Background: an optimization exercise with open tools, aiming at small area. Do not read the settings as production practice.
Function was checked by simulation only, so behaviour that the tests miss may differ from the original.
Power and IR drop assume default switching activity.

Setup of try-fjord:
==> flow/design.v (excerpt) <==
module cam_if_top (
    input  logic                   s_cam_clk_dft,
    input  logic                   rstn_i,
    input  logic                   cfg_valid_i,
    input  logic                   cfg_rwn_i,
    input  cam_cfg_pkg::cfg_addr_e cfg_addr_i,
    input  cam_cfg_pkg::cfg_word_t cfg_data_i,
    output cam_cfg_pkg::cfg_word_t cfg_data_o,
    output logic                   cfg_ready_o,
    input  cam_pix_pkg::pix_byte_t cam_data_i,
    input  logic                   cam_hsync_i,
    input  logic                   cam_vsync_i,
    output cam_pix_pkg::out_word_t data_o,
    output logic                   data_valid_o,
    input  logic                   data_ready_i,
    output logic                   frame_evt_o
);
    logic [31:0] r_glob;
    logic [31:0] r_ll;
    logic [31:0] r_ur;
    logic [31:0] r_size;
    logic [31:0] r_filter;
    logic        r_vsync_pol;
    logic [2:0]  r_rsel;      
    logic [15:0] r_dcl;       
    logic        s_wr;
    assign s_wr = cfg_valid_i & ~cfg_rwn_i;
    always_ff @(posedge s_cam_clk_dft or negedge rstn_i) begin
        if (!rstn_i) begin
            r_glob      <= '0;
            r_ll        <= '0;
            r_ur        <= '0;
            r_size      <= '0;
            r_filter    <= '0;
            r_vsync_pol <= 1'b0;
        end else if (s_wr) begin
            case (cfg_addr_i)
                5'd0: r_glob      <= cfg_data_i;
                5'd1: r_ll        <= cfg_data_i;
                5'd2: r_ur        <= cfg_data_i;
                5'd3: r_size      <= cfg_data_i;
  ...
Settings: LEC_CHECK=0, ABC_AREA=1, CAP_MARGIN=20, CORE_MARGIN=2, CORE_UTILIZATION=60, CTS_CLUSTER_DIAMETER=100, CTS_CLUSTER_SIZE=24, SLEW_MARGIN=20; clock period 8.0 ns.
standard.sh (not shown) runs the stock make flow with config.mk's settings and CLKGATE_MAP_FILE= SYNTH_SCRIPT=/design/flow/synth_recipe.tcl, a recipe that flattens the netlist after the stock synthesis.
==> flow/flow/run.sh <==
#!/bin/bash
set -euo pipefail
export BUFFER_PORTS_ARGS="-buffer_cell sky130_fd_sc_hd__buf_1"
export CTS_ARGS="-sink_clustering_enable -repair_clock_nets -dont_use_dummy_load -sink_clustering_size 14 -sink_clustering_max_diameter 60 -buf_list sky130_fd_sc_hd__clkbuf_8"
bash standard.sh > flow_make.log 2>&1
try-fjord: done, clean on timing, DRC and antenna
Input-level comparison between try-tundra and try-fjord:
- swapping 20 for 0 in SLEW_MARGIN
- putting GPL_TIMING_DRIVEN at 0 where nothing was set
- swapping 20 for 0 in CAP_MARGIN
==> flow/run.sh (new file) <==
#!/bin/bash
# synth_recipe.tcl (not shown) runs the flow's synth.tcl, then flattens the netlist and writes it again
# the make line also repeats each setting of config.mk as NAME=value (left out here)
make -C /OpenROAD-flow-scripts/flow DESIGN_CONFIG=/design/flow/config.mk WORK_HOME=/design/flow/orfs CLKGATE_MAP_FILE= SYNTH_SCRIPT=/design/flow/synth_recipe.tcl finish
removed: flow/flow/run.sh
removed: flow/standard.sh
==> summary.txt <==
- Summary of try-tundra over try-fjord: met2 demand-to-capacity share in global routing picked up an extra 4.6 points, portion of total power attributed to combinational logic went up by 0.9 points, met3 wire length went up by 720 um.
- The via count normalized by instance count of try-tundra exceeds that of try-fjord by 2.1%.
- Comparing try-tundra against try-fjord, there is no change at all in number of ports placed on the die boundary.
- Final period demand of the worst path ended up 0.12 ns higher on try-tundra than on try-fjord.
- Going from try-fjord to try-tundra, non-clock buffer count increased about 36%; total global routing track utilization increased 2.4 points.
- try-tundra ended with more power than try-fjord.
- A slowest cell on the critical path of sky130_fd_sc_hd__fa_2 is what try-tundra shows, while sky130_fd_sc_hd__fa_1 belongs to try-fjord.
- In the flow results for try-fjord and try-tundra, the minimum setup slack in the final design is smaller on try-tundra.
> inputs changed (try-tundra -> try-amber)
- a deleted GPL_TIMING_DRIVEN that had been 0
- a change of CAP_MARGIN from 0 to 20
- a change of SLEW_MARGIN from 0 to 20
==> flow/flow/run.sh (new file) <==
#!/bin/bash
set -euo pipefail
export BUFFER_PORTS_ARGS="-buffer_cell sky130_fd_sc_hd__buf_1"
export CTS_ARGS="-sink_clustering_enable -repair_clock_nets -dont_use_dummy_load -sink_clustering_size 24 -sink_clustering_max_diameter 100"
export RECOVER_POWER=100
bash standard.sh > flow_make.log 2>&1
==> flow/standard.sh (new file) <==
#!/bin/bash
# synth_recipe.tcl (not shown) runs the flow's synth.tcl, then flattens the netlist and writes it again
# the make line also repeats each setting of config.mk as NAME=value (left out here)
make -C /OpenROAD-flow-scripts/flow DESIGN_CONFIG=/design/flow/config.mk WORK_HOME=/design/flow/orfs CLKGATE_MAP_FILE= SYNTH_SCRIPT=/design/flow/synth_recipe.tcl "${@:-finish}"
removed: flow/run.sh
Notes after the runs:
- In try-amber the implementation completed, yet the final layout does not meet the checks, the culprit being capacitance limit, slew limit.
- r_px[8]$_DFF_P_ as the start point of the critical path was reported by try-amber, and r_px[9]$_DFF_P_ by try-tundra.
- Global-route met1 utilization on try-amber is down relative to try-tundra.
- For number of cells on the critical path, try-amber and try-tundra come out practically identical.
- try-amber: final critical-path required period 0.11 ns below try-tundra
- Max post-CTS setup-driven buffer insertion count across try-amber and try-tundra: try-tundra
- try-amber reports its cell at the slowest stage of the critical path as sky130_fd_sc_hd__fa_1 while try-tundra reports sky130_fd_sc_hd__fa_2.
Setup changes, try-amber to try-harbor
- removing ABC_AREA (formerly 1)
==> flow/run.sh (new file) <==
#!/bin/bash
# synth_recipe.tcl (not shown) runs the flow's synth.tcl, then flattens the netlist and writes it again
# the make line also repeats each setting of config.mk as NAME=value (left out here)
make -C /OpenROAD-flow-scripts/flow DESIGN_CONFIG=/design/flow/config.mk WORK_HOME=/design/flow/orfs CLKGATE_MAP_FILE= SYNTH_SCRIPT=/design/flow/synth_recipe.tcl finish
removed: flow/flow/run.sh
removed: flow/standard.sh
Notes after the runs:
- try-harbor went all the way through synthesis, placement and routing and the layout is clean on timing, DRC and antenna.
- Compared with try-amber, try-harbor shows die area higher by 2.5%.
- Compared to try-amber, try-harbor has share of total power in combinational logic 1.9 points higher.
- try-harbor gives less final routed wirelength across all metal layers than try-amber did.
- Setup WNS try-amber -> try-harbor: better
- try-harbor vs try-amber, initial standard-cell utilization of the core went down by 0.15 points.

separate check: timing with driven ports:
The results above use ideal ports. As a check the final layouts listed here were re-extracted and re-timed, cells and wires unchanged. Step 1 assumes that a clkbuf_16 drives the clock port and a buf_2 every other input. Step 2 times the ports against the registers' clock, not the clock port: input delays grow and output delays shrink by t, the midpoint of the rising clock arrivals with the driver on. a / b / c = ideal / step 1 / step 2; a / b = the first two.
| run | t (ns) | setup slack, ns | worst slew at a driven data input, ns | cell pins on the clock port's net |
|---|---|---|---|---|
| try-fjord | 0.669 | 0.269 / 0.269 / 0.269 | 0.04 | 1 |
| try-tundra | 0.566 | 0.150 / 0.150 / 0.150 | 0.05 | 1 |
| try-amber | 0.553 | 0.262 / 0.262 / 0.262 | 0.04 | 1 |
| try-harbor | 0.584 | 0.269 / 0.269 / 0.269 | 0.05 | 1 |
